This is an optimization exercise on Yosys and OpenROAD, whose aim is small area, a short achievable clock period and few clock cycles per item, not a production implementation. Function was checked by simulation only, so behaviour that the tests miss may differ from the original. No driver is modelled on the clock port, so clocking that relies on it looks cheaper here than on a real chip. Power and IR drop assume default switching activity.

== T ==
## systolic_mm_top
module systolic_mm_top (
    input  logic                  clk,
    input  logic                  rst,
    input  logic                  in_valid,
    input  logic [8-1:0] in_data,
    output logic                  out_valid,
    output logic [8-1:0] out_data,
    output logic                  busy,
    output logic                  done
);
Size in the first run: ~2,500 cells after synthesis, ~22 I/O pins.
clock: 6.0 ns
lec_check: 0
cap_margin: 20
core_margin: 2
core_utilization: 70
cts_cluster_diameter: 60
cts_cluster_size: 30
gpl_routability_driven: 0
setup_slack_margin: 3.8
slew_margin: 20
tns_end_percent: 0
standard.sh (not shown) runs the stock make flow with config.mk's settings and CLKGATE_MAP_FILE= SYNTH_SCRIPT=/design/flow/synth_recipe.tcl, a recipe that flattens the netlist after the stock synthesis.
==> flow/flow/run.sh <==
#!/bin/bash
# Standard ORFS layout with two changes:
# - synthesis skips the "abc -fast" pass of yosys synth's fine step
#   (synth -noabc), so extract_fa sees the adder logic as written instead of
#   after an ABC remap that flips polarities and leaves inverters around the
#   full-adder cells; registers come out as in the standard synthesis;
# - flow/clock_top.tcl runs at the end of the CTS step (POST_CTS_TCL): it keeps
#   the leaf clock buffers clock_tree_synthesis made and replaces the buffers
#   above them with four root buffers on the clock port, one per quadrant, so
#   every flip-flop sees two clock buffers instead of three (lower, balanced
#   insertion delay), then repairs setup and hold again.
# Everything else is the standard.sh and synth_recipe.tcl unchanged; the
# whole make output goes to layout.log, each ORFS step's log to orfs/logs.
set -euo pipefail
cd "$(dirname "$0")/.."
first='proc synth {args} { yosys synth -nofsm -noshare {*}$args }'
[[ "$(head -1 synth_recipe.tcl)" == "$first" ]] || { echo "unexpected synth_recipe.tcl" >&2; exit 1; }
{ echo 'proc synth {args} { yosys synth -nofsm -noshare -noabc {*}$args }'; tail -n +2 synth_recipe.tcl; } > noabc_synth.tcl
grep -q "SYNTH_SCRIPT=$PWD/synth_recipe.tcl" standard.sh || { echo "unexpected standard.sh" >&2; exit 1; }
sed "s#SYNTH_SCRIPT=$PWD/synth_recipe.tcl#SYNTH_SCRIPT=$PWD/noabc_synth.tcl#; s#^make #make POST_CTS_TCL=$PWD/flow/clock_top.tcl #" standard.sh > noabc_standard.sh
bash noabc_standard.sh > layout.log 2>&1
Other scripts of this flow, unchanged in this note and not shown: flow/flow/clock_top.tcl
T: no failed stages, no open violations at the end
Testbench counts of T, summed over its fixed seeds: cycles 24,072, jobs 128.
### T -> Q
==> flow/flow/run.sh <==
#!/bin/bash
# Standard ORFS layout, except that synthesis skips the "abc -fast" pass of
# yosys synth's fine step (synth -noabc), so extract_fa sees the adder
# logic as written instead of after an ABC remap that flips polarities and
# leaves inverters around the full-adder cells. Everything else is the standard flow's
# standard.sh and synth_recipe.tcl unchanged.
set -euo pipefail
cd "$(dirname "$0")/.."
first='proc synth {args} { yosys synth -nofsm -noshare {*}$args }'
[[ "$(head -1 synth_recipe.tcl)" == "$first" ]] || { echo "unexpected synth_recipe.tcl" >&2; exit 1; }
{ echo 'proc synth {args} { yosys synth -nofsm -noshare -noabc {*}$args }'; tail -n +2 synth_recipe.tcl; } > noabc_synth.tcl
grep -q "SYNTH_SCRIPT=$PWD/synth_recipe.tcl" standard.sh || { echo "unexpected standard.sh" >&2; exit 1; }
sed "s#SYNTH_SCRIPT=$PWD/synth_recipe.tcl#SYNTH_SCRIPT=$PWD/noabc_synth.tcl#; s#^make #make POST_CTS_TCL=$PWD/flow/clock_top.tcl #" standard.sh > noabc_standard.sh
bash noabc_standard.sh > layout.log 2>&1
-- flow/config.mk --
<<< T, line 13
export GPL_ROUTABILITY_DRIVEN = 0
export SETUP_SLACK_MARGIN = 3.8
>>> Q, line 13
export SETUP_SLACK_MARGIN = 3.9
Results
Compared to T, Q has register-to-register slack 0.03 ns higher. Relative to T, cell-internal power decreased by about 0.6% in Q. Between T and Q, the difference in power density relative to cell area is negligible. Slowest stage cell on the critical path = sky130_fd_sc_hd__clkdlybuf4s50_1: Q; slowest stage cell on the critical path = sky130_fd_sc_hd__and3_1: T. Taking T as the reference, in Q clock skew went down 0.032 ns, wire length has increased, critical path required time lower.

* * *

systolic_mm_top again, from the RTL that the note above started with.
Settings: LEC_CHECK=0, CAP_MARGIN=20, CORE_MARGIN=2, CORE_UTILIZATION=70, CTS_CLUSTER_DIAMETER=60, CTS_CLUSTER_SIZE=30, SETUP_SLACK_MARGIN=3.8, SLEW_MARGIN=20; clock period 6.0 ns.
==> flow/flow/run.sh <==
#!/bin/bash
# Standard ORFS layout, except that synthesis skips the "abc -fast" pass of
# yosys synth's fine step (synth -noabc), so extract_fa sees the adder
# logic as written instead of after an ABC remap that flips polarities and
# leaves inverters around the full-adder cells. Everything else is the standard flow's
# standard.sh and synth_recipe.tcl unchanged.
set -euo pipefail
cd "$(dirname "$0")/.."
first='proc synth {args} { yosys synth -nofsm -noshare {*}$args }'
[[ "$(head -1 synth_recipe.tcl)" == "$first" ]] || { echo "unexpected synth_recipe.tcl" >&2; exit 1; }
{ echo 'proc synth {args} { yosys synth -nofsm -noshare -noabc {*}$args }'; tail -n +2 synth_recipe.tcl; } > noabc_synth.tcl
grep -q "SYNTH_SCRIPT=$PWD/synth_recipe.tcl" standard.sh || { echo "unexpected standard.sh" >&2; exit 1; }
sed "s#SYNTH_SCRIPT=$PWD/synth_recipe.tcl#SYNTH_SCRIPT=$PWD/noabc_synth.tcl#; s#^make #make POST_CTS_TCL=$PWD/flow/clock_top.tcl #" standard.sh > noabc_standard.sh
bash noabc_standard.sh > layout.log 2>&1
Other scripts of this flow, unchanged in this note and not shown: flow/flow/clock_top.tcl
Testbench counts at the start, summed over its fixed seeds: cycles 24,072, jobs 128.
Edit:
--- a/flow/flow/run.sh
+++ b/flow/flow/run.sh
@@ -1,7 +1,14 @@
 #!/bin/bash
-# Standard ORFS layout, except that synthesis skips the "abc -fast" pass of
-# yosys synth's fine step (synth -noabc), so extract_fa sees the adder
-# logic as written instead of after an ABC remap that flips polarities and
-# leaves inverters around the full-adder cells. Everything else is the standard flow's
-# standard.sh and synth_recipe.tcl unchanged.
+# Standard ORFS layout with two changes:
+# - synthesis skips the "abc -fast" pass of yosys synth's fine step
+#   (synth -noabc), so extract_fa sees the adder logic as written instead of
+#   after an ABC remap that flips polarities and leaves inverters around the
+#   full-adder cells; registers come out as in the standard synthesis;
+# - flow/clock_top.tcl runs at the end of the CTS step (POST_CTS_TCL): it keeps
+#   the leaf clock buffers clock_tree_synthesis made and replaces the buffers
+#   above them with four root buffers on the clock port, one per quadrant, so
+#   every flip-flop sees two clock buffers instead of three (lower, balanced
+#   insertion delay), then repairs setup and hold again.
+# Everything else is the standard.sh and synth_recipe.tcl unchanged; the
+# whole make output goes to layout.log, each ORFS step's log to orfs/logs.
 set -euo pipefail
PLACE_DENSITY = 0.85   (was unset)
TNS_END_PERCENT = 0   (was unset)
=> Setup slack degrades by 0.053 ns; global-route usage grows by 0.67 points; synthesized cell count does not change.

* * *

## JK
systolic_mm_top again, from the RTL that the note above started with.
Settings: LEC_CHECK=0, CAP_MARGIN=20, CORE_MARGIN=2, CORE_UTILIZATION=70, CTS_CLUSTER_DIAMETER=60, CTS_CLUSTER_SIZE=30, SETUP_SLACK_MARGIN=3.8, SLEW_MARGIN=20, TNS_END_PERCENT=0; clock period 6.0 ns.
==> flow/flow/run.sh <==
#!/bin/bash
# Standard ORFS layout with two changes:
# - synthesis skips the "abc -fast" pass of yosys synth's fine step
#   (synth -noabc), so extract_fa sees the adder logic as written instead of
#   after an ABC remap that flips polarities and leaves inverters around the
#   full-adder cells; registers come out as in the standard synthesis;
# - flow/clock_top.tcl runs at the end of the CTS step (POST_CTS_TCL): it keeps
#   the leaf clock buffers clock_tree_synthesis made and replaces the buffers
#   above them with four root buffers on the clock port, one per quadrant, so
#   every flip-flop sees two clock buffers instead of three (lower, balanced
#   insertion delay), swaps the input ports' buffers from the delay cells
#   placement chose to buf_4, then repairs setup and hold again.
# Everything else is the standard.sh and synth_recipe.tcl unchanged; the
# whole make output goes to layout.log, each ORFS step's log to orfs/logs.
set -euo pipefail
cd "$(dirname "$0")/.."
first='proc synth {args} { yosys synth -nofsm -noshare {*}$args }'
[[ "$(head -1 synth_recipe.tcl)" == "$first" ]] || { echo "unexpected synth_recipe.tcl" >&2; exit 1; }
{ echo 'proc synth {args} { yosys synth -nofsm -noshare -noabc {*}$args }'; tail -n +2 synth_recipe.tcl; } > noabc_synth.tcl
grep -q "SYNTH_SCRIPT=$PWD/synth_recipe.tcl" standard.sh || { echo "unexpected standard.sh" >&2; exit 1; }
sed "s#SYNTH_SCRIPT=$PWD/synth_recipe.tcl#SYNTH_SCRIPT=$PWD/noabc_synth.tcl#; s#^make #make POST_CTS_TCL=$PWD/flow/clock_top.tcl #" standard.sh > noabc_standard.sh
bash noabc_standard.sh > layout.log 2>&1
==> flow/flow/clock_top.tcl <==
# POST_CTS_TCL hook: flatten the top of the clock tree that clock_tree_synthesis
# built. Its leaf buffers (the ones driving flip-flops) are kept as they are;
# the root and branch buffers above them are replaced by four clkbuf_16 roots
# on the clock port, one per quadrant of the leaves, so every flip-flop sees
# two buffers (root, leaf) instead of three. The input ports' buffers, which
# placement made as slow delay cells (clkdlybuf4s50) that footprint-matched
# resizing cannot replace, become buf_4 (every port keeps its buffer). Setup
# and hold are then repaired again as in the CTS step.
set block [ord::get_db_block]
set db [ord::get_db]
set clk_net [$block findNet clk]
set bufmaster [$db findMaster sky130_fd_sc_hd__clkbuf_16]

proc out_net {inst} {
  foreach it [$inst getITerms] {
    if {[$it isOutputSignal]} {
      set n [$it getNet]
      if {$n eq "NULL"} { return "" }
      return $n
    }
  }
  return ""
}
proc is_clkbuf {inst} {
  return [string match "sky130_fd_sc_hd__clkbuf_*" [[$inst getMaster] getName]]
}

# walk the tree from the port
set internal {}
set leaves {}
set frontier [list $clk_net]
while {[llength $frontier]} {
  set net [lindex $frontier 0]
  set frontier [lrange $frontier 1 end]
  foreach it [$net getITerms] {
    if {[$it isOutputSignal]} continue
    set inst [$it getInst]
    set on [out_net $inst]
    if {![is_clkbuf $inst]} {
      if {$on eq ""} {
        # a dummy load that clock_tree_synthesis added for balance
        lappend internal $inst
        continue
      }
      if {$net eq $clk_net} {
        error "clock_top: the clock port drives [$inst getName] directly"
      }
      # a sink on a leaf's net, which also drives buffers
      continue
    }
    set kids_buf 0
    set kids_other 0
    if {$on eq ""} {
      # a dummy load that clock_tree_synthesis added for balance
      lappend internal $inst
      continue
    }
    foreach it2 [$on getITerms] {
      if {[$it2 isOutputSignal]} continue
      if {[is_clkbuf [$it2 getInst]]} { incr kids_buf } else { incr kids_other }
    }
    # a buffer with any flip-flop load is a leaf; buffers below it are
    # moved onto the new roots as well
    if {$kids_other > 0} {
      lappend leaves $inst
    } else {
      lappend internal $inst
    }
    if {$kids_buf > 0} {
      lappend frontier $on
    }
  }
}
puts "clock_top: [llength $leaves] leaf buffers, [llength $internal] buffers above them"

# quadrants by the medians of the leaf positions
set xs {}
set ys {}
foreach l $leaves {
  set bb [$l getBBox]
  lappend xs [expr {([$bb xMin] + [$bb xMax]) / 2}]
  lappend ys [expr {([$bb yMin] + [$bb yMax]) / 2}]
}
set mx [lindex [lsort -integer $xs] [expr {[llength $xs] / 2}]]
set my [lindex [lsort -integer $ys] [expr {[llength $ys] / 2}]]
array set grp {}
foreach l $leaves x $xs y $ys {
  set g [expr {($x >= $mx ? 1 : 0) + ($y >= $my ? 2 : 0)}]
  lappend grp($g) [list $l $x $y]
}

# remove the old upper tree
foreach inst $internal {
  set on [out_net $inst]
  foreach it [$inst getITerms] {
    if {[$it getNet] ne "NULL"} { $it disconnect }
  }
  odb::dbInst_destroy $inst
  if {$on ne "" && $on ne $clk_net} { odb::dbNet_destroy $on }
}

# new roots
foreach g [lsort [array names grp]] {
  set sx 0
  set sy 0
  foreach e $grp($g) { incr sx [lindex $e 1]; incr sy [lindex $e 2] }
  set n [llength $grp($g)]
  set cx [expr {$sx / $n}]
  set cy [expr {$sy / $n}]
  set root [odb::dbInst_create $block $bufmaster "clkroot_${g}_clk"]
  $root setLocation [expr {$cx - [$bufmaster getWidth] / 2}] [expr {$cy - [$bufmaster getHeight] / 2}]
  $root setPlacementStatus PLACED
  set rnet [odb::dbNet_create $block "clknet_root_${g}_clk"]
  $rnet setSigType CLOCK
  [$root findITerm A] connect $clk_net
  [$root findITerm X] connect $rnet
  foreach e $grp($g) {
    set l [lindex $e 0]
    set ai [$l findITerm A]
    $ai disconnect
    $ai connect $rnet
  }
  puts "clock_top: root $g at ($cx, $cy) drives $n leaves"
}

# input port buffers
set inbuf [$db findMaster sky130_fd_sc_hd__buf_4]
foreach bt [$block getBTerms] {
  if {[$bt getIoType] ne "INPUT" || [$bt getName] eq "clk"} continue
  set n [$bt getNet]
  if {$n eq "NULL"} continue
  foreach it [$n getITerms] {
    set inst [$it getInst]
    set mn [[$inst getMaster] getName]
    if {[string match "sky130_fd_sc_hd__clkdlybuf*" $mn] || [string match "sky130_fd_sc_hd__dlygate*" $mn]} {
      $inst swapMaster $inbuf
      puts "clock_top: input buffer [$inst getName] of [$bt getName]: $mn -> buf_4"
    }
  }
}

detailed_placement
estimate_parasitics -placement
repair_timing_helper
detailed_placement
check_placement -verbose
estimate_parasitics -placement
report_clock_skew
report_worst_slack
Testbench counts of JK, summed over its fixed seeds: cycles 24,072, jobs 128.
#### Input delta (MS over JK)
==> flow/flow/run.sh <==
#!/bin/bash
# Standard ORFS layout, except that synthesis skips the "abc -fast" pass of
# yosys synth's fine step (synth -noabc), so extract_fa sees the adder
# logic as written instead of after an ABC remap that flips polarities and
# leaves inverters around the full-adder cells. Everything else is the standard flow's
# standard.sh and synth_recipe.tcl unchanged.
set -euo pipefail
cd "$(dirname "$0")/.."
first='proc synth {args} { yosys synth -nofsm -noshare {*}$args }'
[[ "$(head -1 synth_recipe.tcl)" == "$first" ]] || { echo "unexpected synth_recipe.tcl" >&2; exit 1; }
{ echo 'proc synth {args} { yosys synth -nofsm -noshare -noabc {*}$args }'; tail -n +2 synth_recipe.tcl; } > noabc_synth.tcl
grep -q "SYNTH_SCRIPT=$PWD/synth_recipe.tcl" standard.sh || { echo "unexpected standard.sh" >&2; exit 1; }
sed "s#SYNTH_SCRIPT=$PWD/synth_recipe.tcl#SYNTH_SCRIPT=$PWD/noabc_synth.tcl#; s#^make #make POST_CTS_TCL=$PWD/flow/clock_top.tcl #" standard.sh > noabc_standard.sh
bash noabc_standard.sh > layout.log 2>&1
diff --git a/flow/flow/clock_top.tcl b/flow/flow/clock_top.tcl
--- a/flow/flow/clock_top.tcl
+++ b/flow/flow/clock_top.tcl
@@ -5,4 +5,2 @@
-# two buffers (root, leaf) instead of three. The input ports' buffers, which
-# placement made as slow delay cells (clkdlybuf4s50) that footprint-matched
-# resizing cannot replace, become buf_4 (every port keeps its buffer). Setup
-# and hold are then repaired again as in the CTS step.
+# two buffers (root, leaf) instead of three. Setup and hold are then repaired
+# again as in the CTS step.
@@ -126,16 +123,0 @@
-# input port buffers
-set inbuf [$db findMaster sky130_fd_sc_hd__buf_4]
-foreach bt [$block getBTerms] {
-  if {[$bt getIoType] ne "INPUT" || [$bt getName] eq "clk"} continue
-  set n [$bt getNet]
-  if {$n eq "NULL"} continue
-  foreach it [$n getITerms] {
-    set inst [$it getInst]
-    set mn [[$inst getMaster] getName]
-    if {[string match "sky130_fd_sc_hd__clkdlybuf*" $mn] || [string match "sky130_fd_sc_hd__dlygate*" $mn]} {
-      $inst swapMaster $inbuf
-      puts "clock_top: input buffer [$inst getName] of [$bt getName]: $mn -> buf_4"
-    }
-  }
-}
-
Relative area change from synthesis to final layout (higher): MS. Critical path depth for MS: 2 down relative to JK. Compared with JK, placement density in the core of MS is higher. Compared with JK, in MS cell count neither gained nor lost much, setup slack lost 0.0087 ns, post-synthesis cell area neither gained nor lost much.
[inputs] AL vs MS
Settings: SETUP_SLACK_MARGIN now 3.85, was 3.8; CORE_UTILIZATION now 65, was 70.
diff --git a/flow/flow/run.sh b/flow/flow/run.sh
--- a/flow/flow/run.sh
+++ b/flow/flow/run.sh
@@ -2,5 +2,12 @@
-# Standard ORFS layout, except that synthesis skips the "abc -fast" pass of
-# yosys synth's fine step (synth -noabc), so extract_fa sees the adder
-# logic as written instead of after an ABC remap that flips polarities and
-# leaves inverters around the full-adder cells. Everything else is the standard flow's
-# standard.sh and synth_recipe.tcl unchanged.
+# Standard ORFS layout with two changes:
+# - synthesis skips the "abc -fast" pass of yosys synth's fine step
+#   (synth -noabc), so extract_fa sees the adder logic as written instead of
+#   after an ABC remap that flips polarities and leaves inverters around the
+#   full-adder cells; registers come out as in the standard synthesis;
+# - flow/clock_top.tcl runs at the end of the CTS step (POST_CTS_TCL): it keeps
+#   the leaf clock buffers clock_tree_synthesis made and replaces the buffers
+#   above them with four root buffers on the clock port, one per quadrant, so
+#   every flip-flop sees two clock buffers instead of three (lower, balanced
+#   insertion delay), then repairs setup and hold again.
+# Everything else is the standard.sh and synth_recipe.tcl unchanged; the
+# whole make output goes to layout.log, each ORFS step's log to orfs/logs.
[summary]
AL finished all stages; the layout is clean. Diff MS..AL | number of unique standard cell types used by synthesis | unchanged. On headroom to the max-slew limit, the higher figure sits with AL, not MS. Against MS, AL reports a starting DRC count in detailed routing that is lower. Diff MS -> AL: sequential share of power now smaller; ratio of routed vias to standard cells fell about 3.5%; number of cells in the design after placement now larger; switching component of the power decreased by 0.40% relative to the old numbers; die footprint higher. What MS reported for average wire length per cell after detail routing has to be multiplied by 0.950 to get the figure for AL.

separate check: timing with driven ports:
The flow's constraints put no driver on any port. The routed layouts listed below were extracted and timed again, unchanged, in two steps. Step 1 sets driving cells, clkbuf_16 on the clock port and buf_2 on the other inputs (assumed; they add their load-dependent delay and slew). Step 2 also shifts input and output timing later by t, the mid clock arrival at the registers, as if the neighbouring blocks saw the same clock. Slacks: ideal / step 1 / step 2; pairs: ideal / step 1.
| run | shift t [ns] | setup slack, ns | clock arrival spread, ns | pins driven straight from the clock port |
|---|---|---|---|---|
| T | 0.619 | 3.676 / 3.709 / 3.163 | 0.099 / 0.100 | 4 |
| Q | 0.605 | 3.739 / 3.710 / 3.241 | 0.059 / 0.059 | 4 |
| the first run of note 2 | 0.621 | 3.767 / 3.732 / 3.259 | 0.086 / 0.087 | 4 |
| the second run of note 2 | 0.617 | 3.714 / 3.717 / 3.215 | 0.067 / 0.067 | 4 |
| JK | 0.608 | 3.746 / 3.633 / 3.254 | 0.060 / 0.060 | 4 |
| MS | 0.609 | 3.738 / 3.601 / 3.244 | 0.060 / 0.061 | 4 |
| AL | 0.619 | 3.735 / 3.718 / 3.231 | 0.049 / 0.049 | 4 |
After both steps every run listed still meets setup and hold. The setup slack of T, which loses most, moves by +0.033 ns with the drivers and by -0.513 ns with both steps.
